From an optimization exercise on the open Yosys and OpenROAD flow, aimed at small area, a short achievable clock period and few clock cycles; shortcuts taken in it are not production practice.
The RTL was checked by simulation tests, not by an equivalence proof against the original design.

==> inputs of 02-15 <==
Design id_range_scanner, start of the top module:
module id_range_scanner (
    input  logic               clk,
    input  logic               reset,
    input  logic               start,
    input  logic [79:0]        range_in,
    output logic               busy,
    output logic               done,
    output logic [63:0]        sum,
    output logic [39:0]        invalid_count
);
    localparam int NCONV = 5;    
    localparam int SW = 59;
    localparam int CW = 20;
    localparam int HW = 43;
    typedef enum logic [2:0] {
        S_IDLE, S_CONV, S_SCAN, S_FILL, S_TERM, S_HORN, S_MULT
    } st_t;
    st_t           state;
    logic          accept;
    logic          empty;
    logic [2:0]    ccnt;
    logic          first;
    logic [SW-1:0] acc_sum;
    logic [CW-1:0] acc_cnt;
    assign sum           = {{(64 - SW){1'b0}}, acc_sum};
    assign invalid_count = {{(40 - CW){1'b0}}, acc_cnt};
    logic [3:0]  dh, dl, dh_now, dl_now;
    logic        fin_h, fin_l;
    logic [19:0] h0, l0;
    logic [13:0] h1, l1;
    logic [6:0]  h2, l2;
    logic [6:1]  fh, fl;
    assign accept = (state == S_IDLE) && start;
    irs_side #(.STRICT(1'b1)) u_hi (
        .clk(clk), .load(accept), .x_in(range_in[39:0]),
        .conv(state == S_CONV), .scan(state == S_SCAN), .scan_first(first),
        .ndig(dh), .ndig_now(dh_now), .fin_next(fin_h), .slot0(h0), .slot1(h1), .slot2(h2), .f(fh)
    );
    irs_side #(.STRICT(1'b0)) u_lo (
        .clk(clk), .load(accept), .x_in(range_in[79:40]),
        .conv(state == S_CONV), .scan(state == S_SCAN), .scan_first(first),
        .ndig(dl), .ndig_now(dl_now), .fin_next(fin_l), .slot0(l0), .slot1(l1), .slot2(l2), .f(fl)
    );
    function automatic logic [1:0] nterms(input logic [3:0] dg);
        case (dg)
            4'd2, 4'd3, 4'd4, 4'd5, 4'd7, 4'd8, 4'd9, 4'd11: nterms = 2'd1;
  ...
make LEC_CHECK=0 ABC_AREA=1 CAP_MARGIN=20 CORE_MARGIN=2 CORE_UTILIZATION=45 SETUP_SLACK_MARGIN=0.2 SLEW_MARGIN=20 finish   # period 4.2 ns
run.sh (not shown) runs the stock make flow with config.mk's settings and CLKGATE_MAP_FILE= SYNTH_SCRIPT=/design/flow/synth_recipe.tcl, a recipe that flattens the netlist after the stock synthesis.
==> 11-27 (differences from 02-15) <==
--- a/flow/design.v
+++ b/flow/design.v
@@ -61,15 +61,18 @@
     output logic [3:0]  ndig_now,
     output logic        fin_next,
     output logic [19:0] slot0,
     output logic [13:0] slot1,
     output logic [6:0]  slot2,
-    output logic [6:1]  f
+    output logic [6:1]  f,
+    output logic        conv_last,    
+    output logic        load_none     
 );
     localparam int K  = 6;     
     localparam int PL = 10;    
     logic [29:0] x;       
+    logic [2:0]  cleft;   
     logic [51:0] bcd;
     logic [2:0]  c;       
     logic [12:0] pa;      
     logic [12:0] ph;      
     logic [3:0]  dh;      
@@ -164,10 +167,31 @@
     logic [2:0]  p0, p1, p2;
     assign pa_c = scan_first ? lead : pa;
     assign da   = pick(bcd, pa_c);
     assign db   = pick(bcd, {1'b0, pa_c[12:1]});
     assign ndig_now = ndig_c;
+    logic [2:0]  lz;
+    logic [39:0] xs;
+    always_comb begin
+        logic z;
+        z  = 1'b1;
+        lz = 3'd0;
+        for (int g = 0; g < 5; g++) begin
+            z = z && (x_in[39-6*g -: 6] == 6'd0);
+            if (z) lz = 3'(g + 1);
+        end
+        case (lz)
+            3'd0:    xs = x_in;
+            3'd1:    xs = {x_in[33:0], 6'd0};
+            3'd2:    xs = {x_in[27:0], 12'd0};
+            3'd3:    xs = {x_in[21:0], 18'd0};
+            3'd4:    xs = {x_in[15:0], 24'd0};
+            default: xs = {x_in[9:0], 30'd0};
+        endcase
+    end
+    assign load_none = (lz == 3'd5);
+    assign conv_last = (cleft <= 3'd1);
     assign va   = (pa_c != 13'd0);
     assign vb   = (pa_c[12:1] != 12'd0);
     assign p0   = p_of(ndig, 0);
     assign p1   = p_of(ndig, 1);
     assign p2   = p_of(ndig, 2);
@@ -187,32 +211,46 @@
     end
     always_comb begin
         logic [127:0] cs;
         logic [64:0]  r;
         cs   = id_range_pkg::csa(64'({slot0[16:0], 3'b000}), 64'({slot0[18:0], 1'b0}), 64'(dh));
-        r    = id_range_pkg::add_sk(64'(cs[19:0]), 64'({cs[82:64], 1'b0}), 1'b0);
+        r    = id_range_pkg::add_bk(64'(cs[19:0]), 64'({cs[82:64], 1'b0}), 1'b0);
         vnew = r[19:0];
     end
     always_ff @(posedge clk) begin
         if (load) begin
-            x     <= x_in[29:0];
-            bcd   <= {36'd0, first_bcd(x_in[39:30])};
+            pa  <= '0;
+            dec <= '0;
+        end else begin
+            pa  <= {2'b00, pa_c[12:2]};
+            dec <= dec_n;
+        end
+        ph <= scan_first ? {2'b00, lead[12:2]} : {1'b0, ph[12:1]};
+        dh <= scan_first ? db : pick(bcd, ph);
+        lt <= lt_n;
+    end
+    always_ff @(posedge clk) begin
+        if (load) begin
+            x <= xs[29:0];
+        end else if (conv && (cleft != 3'd0)) begin
+            x <= {x[23:0], 6'd0};
+        end else begin
+            x <= {6'd0, dl[15:0], da, db};
+        end
+    end
+    always_ff @(posedge clk) begin
+        if (load) begin
+            bcd   <= {36'd0, first_bcd(xs[39:30])};
+            cleft <= 3'd5 - lz;
             c     <= 3'd0;
-            dec   <= '0;
             slot0 <= '0;
-        end else if (conv) begin
-            bcd <= dabble(bcd, x[29:24]);
-            x   <= {x[23:0], 6'd0};
+        end else if (conv && (cleft != 3'd0)) begin
+            bcd   <= dabble(bcd, x[29:24]);
+            cleft <= cleft - 3'd1;
         end else if (scan) begin
             if (scan_first) ndig <= ndig_c;
             c   <= c + 3'd1;
-            pa  <= {2'b00, pa_c[12:2]};
-            ph  <= scan_first ? {2'b00, lead[12:2]} : {1'b0, ph[12:1]};
-            dh  <= scan_first ? db : pick(bcd, ph);
-            x[23:0] <= {dl[15:0], da, db};
-            dec <= dec_n;
-            lt  <= lt_n;
             if (scan_first) begin
                 slot0 <= 20'(da);
                 slot2 <= 7'(da);
             end else begin
                 if (4'(c) < 4'(p0)) slot0 <= vnew;
@@ -230,21 +268,20 @@
     output logic               busy,
     output logic               done,
     output logic [63:0]        sum,
     output logic [39:0]        invalid_count
 );
-    localparam int NCONV = 5;    
     localparam int SW = 59;
     localparam int CW = 20;
     localparam int HW = 43;
     typedef enum logic [2:0] {
         S_IDLE, S_CONV, S_SCAN, S_FILL, S_TERM, S_HORN, S_MULT
     } st_t;
     st_t           state;
     logic          accept;
     logic          empty;
-    logic [2:0]    ccnt;
+    logic          cl_h, cl_l, ln_h, ln_l;
     logic          first;
     logic [SW-1:0] acc_sum;
     logic [CW-1:0] acc_cnt;
     assign sum           = {{(64 - SW){1'b0}}, acc_sum};
     assign invalid_count = {{(40 - CW){1'b0}}, acc_cnt};
@@ -256,16 +293,18 @@
     logic [6:1]  fh, fl;
     assign accept = (state == S_IDLE) && start;
     irs_side #(.STRICT(1'b1)) u_hi (
         .clk(clk), .load(accept), .x_in(range_in[39:0]),
         .conv(state == S_CONV), .scan(state == S_SCAN), .scan_first(first),
-        .ndig(dh), .ndig_now(dh_now), .fin_next(fin_h), .slot0(h0), .slot1(h1), .slot2(h2), .f(fh)
+        .ndig(dh), .ndig_now(dh_now), .fin_next(fin_h), .slot0(h0), .slot1(h1), .slot2(h2), .f(fh),
+        .conv_last(cl_h), .load_none(ln_h)
     );
     irs_side #(.STRICT(1'b0)) u_lo (
         .clk(clk), .load(accept), .x_in(range_in[79:40]),
         .conv(state == S_CONV), .scan(state == S_SCAN), .scan_first(first),
-        .ndig(dl), .ndig_now(dl_now), .fin_next(fin_l), .slot0(l0), .slot1(l1), .slot2(l2), .f(fl)
+        .ndig(dl), .ndig_now(dl_now), .fin_next(fin_l), .slot0(l0), .slot1(l1), .slot2(l2), .f(fl),
+        .conv_last(cl_l), .load_none(ln_l)
     );
     function automatic logic [1:0] nterms(input logic [3:0] dg);
         case (dg)
             4'd2, 4'd3, 4'd4, 4'd5, 4'd7, 4'd8, 4'd9, 4'd11: nterms = 2'd1;
             4'd6, 4'd10, 4'd12: nterms = 2'd3;
@@ -391,11 +430,11 @@
         s   = rs[21:0];
     end
     logic [SW-1:0] y;
     logic [21:0]   s_r;      
     logic [19:0]   n_r;
-    logic          half;     
+    logic [CW-1:0] cadd;     
     logic          cnt_due;  
     logic [3:0]    hq;       
     logic [2:0]    tp;
     logic          rbit;     
     logic          neg;
@@ -405,21 +444,20 @@
     logic [CW-1:0] cnt_next;
     logic [SW-1:0] sum_next;
     always_comb begin
         logic [64:0]  r;
         logic [127:0] cs;
-        logic [CW-1:0] nc;
         logic [39:0]   nlo;
         nlo      = ~range_in[79:40];
         r        = id_range_pkg::add_bk(64'(range_in[39:0]), 64'(nlo), 1'b1);
         hi_ge_lo = r[40:0];
+        empty    = !hi_ge_lo[40];
         cs       = id_range_pkg::csa(64'({y[HW-4:0], 3'd0}), 64'({y[HW-2:0], 1'b0}),
                                      rbit ? 64'(HW'(signed'(s_r))) : 64'd0);
         r        = id_range_pkg::add_sk(64'(cs[HW-1:0]), 64'({cs[64+HW-2:64], 1'b0}), 1'b0);
         horner   = r[HW-1:0];
-        nc       = half ? {n_r[CW-2:0], 1'b0} : n_r;
-        r        = id_range_pkg::add_bk(64'(acc_cnt), 64'(nc ^ {CW{neg}}), neg);
+        r        = id_range_pkg::add_bk(64'(acc_cnt), 64'(cadd), neg);
         cnt_next = r[CW-1:0];
         r        = id_range_pkg::add_sk(64'(acc_sum), 64'(y), 1'b0);
         sum_next = r[SW-1:0];
     end
     assign mult_last = (state == S_MULT) && (n_r[19:1] == 19'd0);
@@ -433,24 +471,16 @@
         end else begin
             done <= 1'b0;
             case (state)
                 S_IDLE: begin
                     if (start) begin
-                        state <= S_CONV;
                         busy  <= 1'b1;
+                        state <= empty ? S_TERM : (ln_h && ln_l) ? S_SCAN : S_CONV;
                     end
                 end
                 S_CONV: begin
-                    if (ccnt == 3'(NCONV - 1)) begin
-                        if (empty) begin
-                            state <= S_IDLE;
-                            busy  <= 1'b0;
-                            done  <= 1'b1;
-                        end else begin
-                            state <= S_SCAN;
-                        end
-                    end
+                    if (cl_h && cl_l) state <= S_SCAN;
                 end
                 S_SCAN: begin
                     if (fin_h && fin_l) state <= S_FILL;
                 end
                 S_FILL: begin
@@ -477,23 +507,21 @@
                 default: state <= S_IDLE;
             endcase
         end
     end
     always_ff @(posedge clk) begin
-        first <= (state == S_CONV);
+        first <= ((state == S_IDLE) && start && !empty && ln_h && ln_l)
+                 || ((state == S_CONV) && cl_h && cl_l);
+        y <= {y[SW-2:0], 1'b0};
         case (state)
             S_IDLE: begin
                 if (start) begin
-                    empty   <= !hi_ge_lo[40];
-                    ccnt    <= 3'd0;
+                    pend    <= 1'b0;
                     acc_sum <= '0;
                     acc_cnt <= '0;
                 end
             end
-            S_CONV: begin
-                ccnt <= ccnt + 3'd1;
-            end
             S_HORN: begin
                 y  <= SW'(signed'(horner));
                 rbit <= rdig(hq - 4'd1, tp);
                 hq <= hq - 4'd1;
                 if (cnt_due) begin
@@ -502,11 +530,10 @@
                 end
             end
             S_MULT: begin
                 if (n_r[0]) acc_sum <= sum_next;
                 if (!mult_last) begin
-                    y   <= {y[SW-2:0], 1'b0};
                     n_r <= {1'b0, n_r[19:1]};
                 end
             end
             default: ;
         endcase
@@ -514,17 +541,16 @@
             cnt_due <= 1'b1;
             neg     <= neg_r;
             tp      <= p_r;
             hq      <= dmp_r - 4'd1;
             rbit    <= rdig(dmp_r - 4'd1, p_r);
+            cadd    <= n[CW-1:0] ^ {CW{neg_r}};
             if (n[0]) begin
-                half <= 1'b0;
                 n_r  <= n[19:0];
                 s_r  <= {s[21], s[21:1]};
                 y    <= SW'(signed'({s[21], s[21:1]}));
             end else begin
-                half <= 1'b1;
                 n_r  <= n[20:1];
                 s_r  <= s;
                 y    <= SW'(signed'(s));
             end
         end
==> 02-13 (differences from 02-15) <==
--- a/flow/design.v
+++ b/flow/design.v
@@ -61,11 +61,12 @@
     output logic [3:0]  ndig_now,
     output logic        fin_next,
     output logic [19:0] slot0,
     output logic [13:0] slot1,
     output logic [6:0]  slot2,
-    output logic [6:1]  f
+    output logic [6:1]  f,
+    output logic [5:0]  xtop
 );
     localparam int K  = 6;     
     localparam int PL = 10;    
     logic [29:0] x;       
     logic [51:0] bcd;
@@ -164,10 +165,11 @@
     logic [2:0]  p0, p1, p2;
     assign pa_c = scan_first ? lead : pa;
     assign da   = pick(bcd, pa_c);
     assign db   = pick(bcd, {1'b0, pa_c[12:1]});
     assign ndig_now = ndig_c;
+    assign xtop     = x[29:24];
     assign va   = (pa_c != 13'd0);
     assign vb   = (pa_c[12:1] != 12'd0);
     assign p0   = p_of(ndig, 0);
     assign p1   = p_of(ndig, 1);
     assign p2   = p_of(ndig, 2);
@@ -187,11 +189,11 @@
     end
     always_comb begin
         logic [127:0] cs;
         logic [64:0]  r;
         cs   = id_range_pkg::csa(64'({slot0[16:0], 3'b000}), 64'({slot0[18:0], 1'b0}), 64'(dh));
-        r    = id_range_pkg::add_sk(64'(cs[19:0]), 64'({cs[82:64], 1'b0}), 1'b0);
+        r    = id_range_pkg::add_bk(64'(cs[19:0]), 64'({cs[82:64], 1'b0}), 1'b0);
         vnew = r[19:0];
     end
     always_ff @(posedge clk) begin
         if (load) begin
             x     <= x_in[29:0];
@@ -235,15 +237,18 @@
     localparam int NCONV = 5;    
     localparam int SW = 59;
     localparam int CW = 20;
     localparam int HW = 43;
     typedef enum logic [2:0] {
-        S_IDLE, S_CONV, S_SCAN, S_FILL, S_TERM, S_HORN, S_MULT
+        S_IDLE, S_CONV, S_SCAN, S_TERM, S_HORN, S_MULT
     } st_t;
     st_t           state;
     logic          accept;
+    logic          cmp_gt;   
+    logic          cmp_eq;   
     logic          empty;
+    logic [5:0]    xh_top, xl_top;
     logic [2:0]    ccnt;
     logic          first;
     logic [SW-1:0] acc_sum;
     logic [CW-1:0] acc_cnt;
     assign sum           = {{(64 - SW){1'b0}}, acc_sum};
@@ -253,19 +258,22 @@
     logic [19:0] h0, l0;
     logic [13:0] h1, l1;
     logic [6:0]  h2, l2;
     logic [6:1]  fh, fl;
     assign accept = (state == S_IDLE) && start;
+    assign empty = cmp_gt || (cmp_eq && (xl_top > xh_top));
     irs_side #(.STRICT(1'b1)) u_hi (
         .clk(clk), .load(accept), .x_in(range_in[39:0]),
         .conv(state == S_CONV), .scan(state == S_SCAN), .scan_first(first),
-        .ndig(dh), .ndig_now(dh_now), .fin_next(fin_h), .slot0(h0), .slot1(h1), .slot2(h2), .f(fh)
+        .ndig(dh), .ndig_now(dh_now), .fin_next(fin_h), .slot0(h0), .slot1(h1), .slot2(h2), .f(fh),
+        .xtop(xh_top)
     );
     irs_side #(.STRICT(1'b0)) u_lo (
         .clk(clk), .load(accept), .x_in(range_in[79:40]),
         .conv(state == S_CONV), .scan(state == S_SCAN), .scan_first(first),
-        .ndig(dl), .ndig_now(dl_now), .fin_next(fin_l), .slot0(l0), .slot1(l1), .slot2(l2), .f(fl)
+        .ndig(dl), .ndig_now(dl_now), .fin_next(fin_l), .slot0(l0), .slot1(l1), .slot2(l2), .f(fl),
+        .xtop(xl_top)
     );
     function automatic logic [1:0] nterms(input logic [3:0] dg);
         case (dg)
             4'd2, 4'd3, 4'd4, 4'd5, 4'd7, 4'd8, 4'd9, 4'd11: nterms = 2'd1;
             4'd6, 4'd10, 4'd12: nterms = 2'd3;
@@ -351,10 +359,20 @@
         bh_c = (td == dh) ? sh : pw10m1(p_c);
         bl_c = (td == dl) ? sl : pw10m1(p_c - 3'd1);
         fh_c = (td == dh) && ffh;
         fl_c = (td == dl) && ffl;
     end
+    logic zero_c;
+    always_comb begin
+        logic [127:0] cs;
+        logic [20:0]  nbl;
+        logic [1:0]   kn;
+        nbl    = ~{1'b0, bl_c};
+        kn     = 2'd1 - 2'(fh_c) + 2'(fl_c);
+        cs     = id_range_pkg::csa(64'(bh_c), 64'(nbl), 64'(kn));
+        zero_c = ((cs[20:0] ^ {cs[83:64], 1'b0}) == ({cs[19:0], 1'b0} | {cs[82:64], 2'b00}));
+    end
     always_comb begin
         if (2'(tj + 2'd1) < nterms(td)) begin
             nx_d = td;
             nx_j = tj + 2'd1;
         end else begin
@@ -369,22 +387,20 @@
     logic [2:0]    p_r;
     logic          neg_r;
     logic [3:0]    dmp_r;    
     logic [20:0] n;
     logic [21:0] s;      
-    logic        nz;
     always_comb begin
         logic [64:0]  rn, rs;
         logic [127:0] cs;
         logic [20:0]  nbl;
         logic [1:0]   kn;
         logic [21:0]  ks;
         nbl = ~{1'b0, bl_r};
         kn  = 2'd1 - 2'(fh_r) + 2'(fl_r);
         cs  = id_range_pkg::csa(64'(bh_r), 64'(nbl), 64'(kn));
         rn  = id_range_pkg::add_bk(64'(cs[20:0]), 64'({cs[83:64], 1'b0}), 1'b0);
-        nz  = ((cs[20:0] ^ {cs[83:64], 1'b0}) != ({cs[19:0], 1'b0} | {cs[82:64], 2'b00}));
         ks  = neg_r ? 22'd1 + 22'(fh_r) + 22'(fl_r) : 22'd1 - 22'(fh_r) - 22'(fl_r);
         cs  = id_range_pkg::csa(64'({2'b00, bh_r} ^ {22{neg_r}}), 64'({2'b00, bl_r} ^ {22{neg_r}}),
                                 64'(ks));
         rs  = id_range_pkg::add_sk(64'(cs[21:0]), 64'({cs[84:64], 1'b0}), 1'b0);
         n   = rn[20:0];
@@ -397,23 +413,18 @@
     logic          cnt_due;  
     logic [3:0]    hq;       
     logic [2:0]    tp;
     logic          rbit;     
     logic          neg;
-    logic mult_last, take, fin_now;
-    logic [40:0]   hi_ge_lo;
+    logic mult_last, free, take, pick, fin_now;
     logic [HW-1:0] horner;
     logic [CW-1:0] cnt_next;
     logic [SW-1:0] sum_next;
     always_comb begin
         logic [64:0]  r;
         logic [127:0] cs;
         logic [CW-1:0] nc;
-        logic [39:0]   nlo;
-        nlo      = ~range_in[79:40];
-        r        = id_range_pkg::add_bk(64'(range_in[39:0]), 64'(nlo), 1'b1);
-        hi_ge_lo = r[40:0];
         cs       = id_range_pkg::csa(64'({y[HW-4:0], 3'd0}), 64'({y[HW-2:0], 1'b0}),
                                      rbit ? 64'(HW'(signed'(s_r))) : 64'd0);
         r        = id_range_pkg::add_sk(64'(cs[HW-1:0]), 64'({cs[64+HW-2:64], 1'b0}), 1'b0);
         horner   = r[HW-1:0];
         nc       = half ? {n_r[CW-2:0], 1'b0} : n_r;
@@ -421,12 +432,15 @@
         cnt_next = r[CW-1:0];
         r        = id_range_pkg::add_sk(64'(acc_sum), 64'(y), 1'b0);
         sum_next = r[SW-1:0];
     end
     assign mult_last = (state == S_MULT) && (n_r[19:1] == 19'd0);
-    assign take      = pend && ((state == S_TERM) || mult_last);
-    assign fin_now   = ((state == S_TERM) || mult_last) && (!pend || (!nz && !more));
+    assign free      = (state == S_TERM) || mult_last;
+    assign take      = pend && free;
+    assign pick      = ((state == S_TERM) || (state == S_HORN) || (state == S_MULT))
+                       && (!pend || take) && more;
+    assign fin_now   = free && !pend && (!more || (zero_c && !nx_more));
     always_ff @(posedge clk or posedge reset) begin
         if (reset) begin
             state <= S_IDLE;
             busy  <= 1'b0;
             done  <= 1'b0;
@@ -449,31 +463,22 @@
                             state <= S_SCAN;
                         end
                     end
                 end
                 S_SCAN: begin
-                    if (fin_h && fin_l) state <= S_FILL;
-                end
-                S_FILL: begin
-                    if (td > dlast) begin
-                        state <= S_IDLE;
-                        busy  <= 1'b0;
-                        done  <= 1'b1;
-                    end else begin
-                        state <= S_TERM;
-                    end
+                    if (fin_h && fin_l) state <= S_TERM;
                 end
                 S_HORN: begin
                     if (hq == 4'd0) state <= S_MULT;
                 end
                 S_TERM, S_MULT: begin
                     if (fin_now) begin
                         state <= S_IDLE;
                         busy  <= 1'b0;
                         done  <= 1'b1;
-                    end else if (take) begin
-                        state <= nz ? S_HORN : S_TERM;
+                    end else if (free) begin
+                        state <= take ? S_HORN : S_TERM;
                     end
                 end
                 default: state <= S_IDLE;
             endcase
         end
@@ -481,18 +486,21 @@
     always_ff @(posedge clk) begin
         first <= (state == S_CONV);
         case (state)
             S_IDLE: begin
                 if (start) begin
-                    empty   <= !hi_ge_lo[40];
+                    cmp_gt  <= (range_in[79:70] > range_in[39:30]);
+                    cmp_eq  <= (range_in[79:70] == range_in[39:30]);
                     ccnt    <= 3'd0;
                     acc_sum <= '0;
                     acc_cnt <= '0;
                 end
             end
             S_CONV: begin
-                ccnt <= ccnt + 3'd1;
+                ccnt   <= ccnt + 3'd1;
+                cmp_gt <= empty;
+                cmp_eq <= cmp_eq && (xl_top == xh_top);
             end
             S_HORN: begin
                 y  <= SW'(signed'(horner));
                 rbit <= rdig(hq - 4'd1, tp);
                 hq <= hq - 4'd1;
@@ -526,30 +534,30 @@
                 n_r  <= n[20:1];
                 s_r  <= s;
                 y    <= SW'(signed'(s));
             end
         end
-        if (state == S_FILL || take) begin
-            if (state == S_FILL || more) begin
-                pend  <= 1'b1;
-                bh_r  <= bh_c;
-                bl_r  <= bl_c;
-                fh_r  <= fh_c;
-                fl_r  <= fl_c;
-                p_r   <= p_c;
-                neg_r <= (tj == 2'd2);
-                dmp_r <= td - 4'(p_c);
-                td    <= nx_d;
-                tj    <= nx_j;
-                more  <= nx_more;
-            end else begin
-                pend  <= 1'b0;
-            end
+        if (pick) begin
+            pend  <= !zero_c;
+            bh_r  <= bh_c;
+            bl_r  <= bl_c;
+            fh_r  <= fh_c;
+            fl_r  <= fl_c;
+            p_r   <= p_c;
+            neg_r <= (tj == 2'd2);
+            dmp_r <= td - 4'(p_c);
+            td    <= nx_d;
+            tj    <= nx_j;
+            more  <= nx_more;
+        end else if (take) begin
+            pend  <= 1'b0;
         end
         if (state == S_SCAN && first) begin
             td    <= (dl_now < 4'd2) ? 4'd2 : dl_now;
             tj    <= 2'd0;
             dlast <= (dh_now > 4'd12) ? 4'd12 : dh_now;
+            more  <= (((dl_now < 4'd2) ? 4'd2 : dl_now) <= ((dh_now > 4'd12) ? 4'd12 : dh_now));
+            pend  <= 1'b0;
         end
     end
 endmodule
 `default_nettype wire
==> notes.md <==
                                                                            11-27                     02-13                    02-15
Cell area after placement                                              58700 um^2                58900 um^2               57200 um^2
Crit Path Max Fanout                                                            8                         5                       12
Detailed-routing wirelength on met1                                      70200 um                  73800 um                 69200 um
Via count of the first global-routing pass                                  48400                     47700                    46600
Ratio of final minimum period to clock period                                1.01                      1.03                    0.916
Initial core utilization                                                    0.454                     0.454                    0.453
Worst setup path end                                                y[54]$_DFF_P_          busy$_DFFE_PP0P_          y[29]$_DFFE_PP_
Area taken by multi-input logic gates                                  33900 um^2                33000 um^2               32300 um^2
Outcome                                                  finished with violations  finished with violations  complete, no violations
Reasons for failing layout checks                            negative setup slack      negative setup slack                        -
Total global routing track utilization                                      0.257                     0.272                    0.246
Highest Clock Rate                                                        236 MHz                   232 MHz                  260 MHz
Area fraction of the dominant cell type after synthesis                     0.175                     0.254                    0.255
Testbench counts of 02-15, summed over its fixed seeds: cycles 4,358.
Testbench counts of 11-27, summed over its fixed seeds: cycles 3,877.
Testbench counts of 02-13, summed over its fixed seeds: cycles 4,185.

-- static timing again, ports no longer ideal --
How much do the figures lean on ideal ports? The routed layouts below were timed once more, with nothing changed but the port constraints.
Step 1 sets driving cells, clkbuf_16 on the clock port and buf_2 on the other inputs (assumed; they add their load-dependent delay and slew).
Step 2 times the ports against the registers' clock, not the clock port: input delays grow and output delays shrink by t, the midpoint of the rising clock arrivals with the driver on.
Three values: no drivers, after step 1, after step 2; two values: the first two.
run | shift t [ns] | setup WS [ns] | worst hold slack (ns) | worst setup path at the end
02-15 | 0.720 | 0.354 / 0.354 / 0.290 | 0.416 / 0.359 / 0.461 | input to register
11-27 | 0.716 | -0.044 / -0.044 / -0.271 | 0.454 / 0.454 / 0.454 | input to register
02-13 | 0.724 | -0.117 / -0.117 / -0.117 | 0.452 / 0.452 / 0.452 | register to register
For 11-27, which loses most, drivers alone change the setup slack by 0.000 ns; drivers and shift together by -0.227 ns.
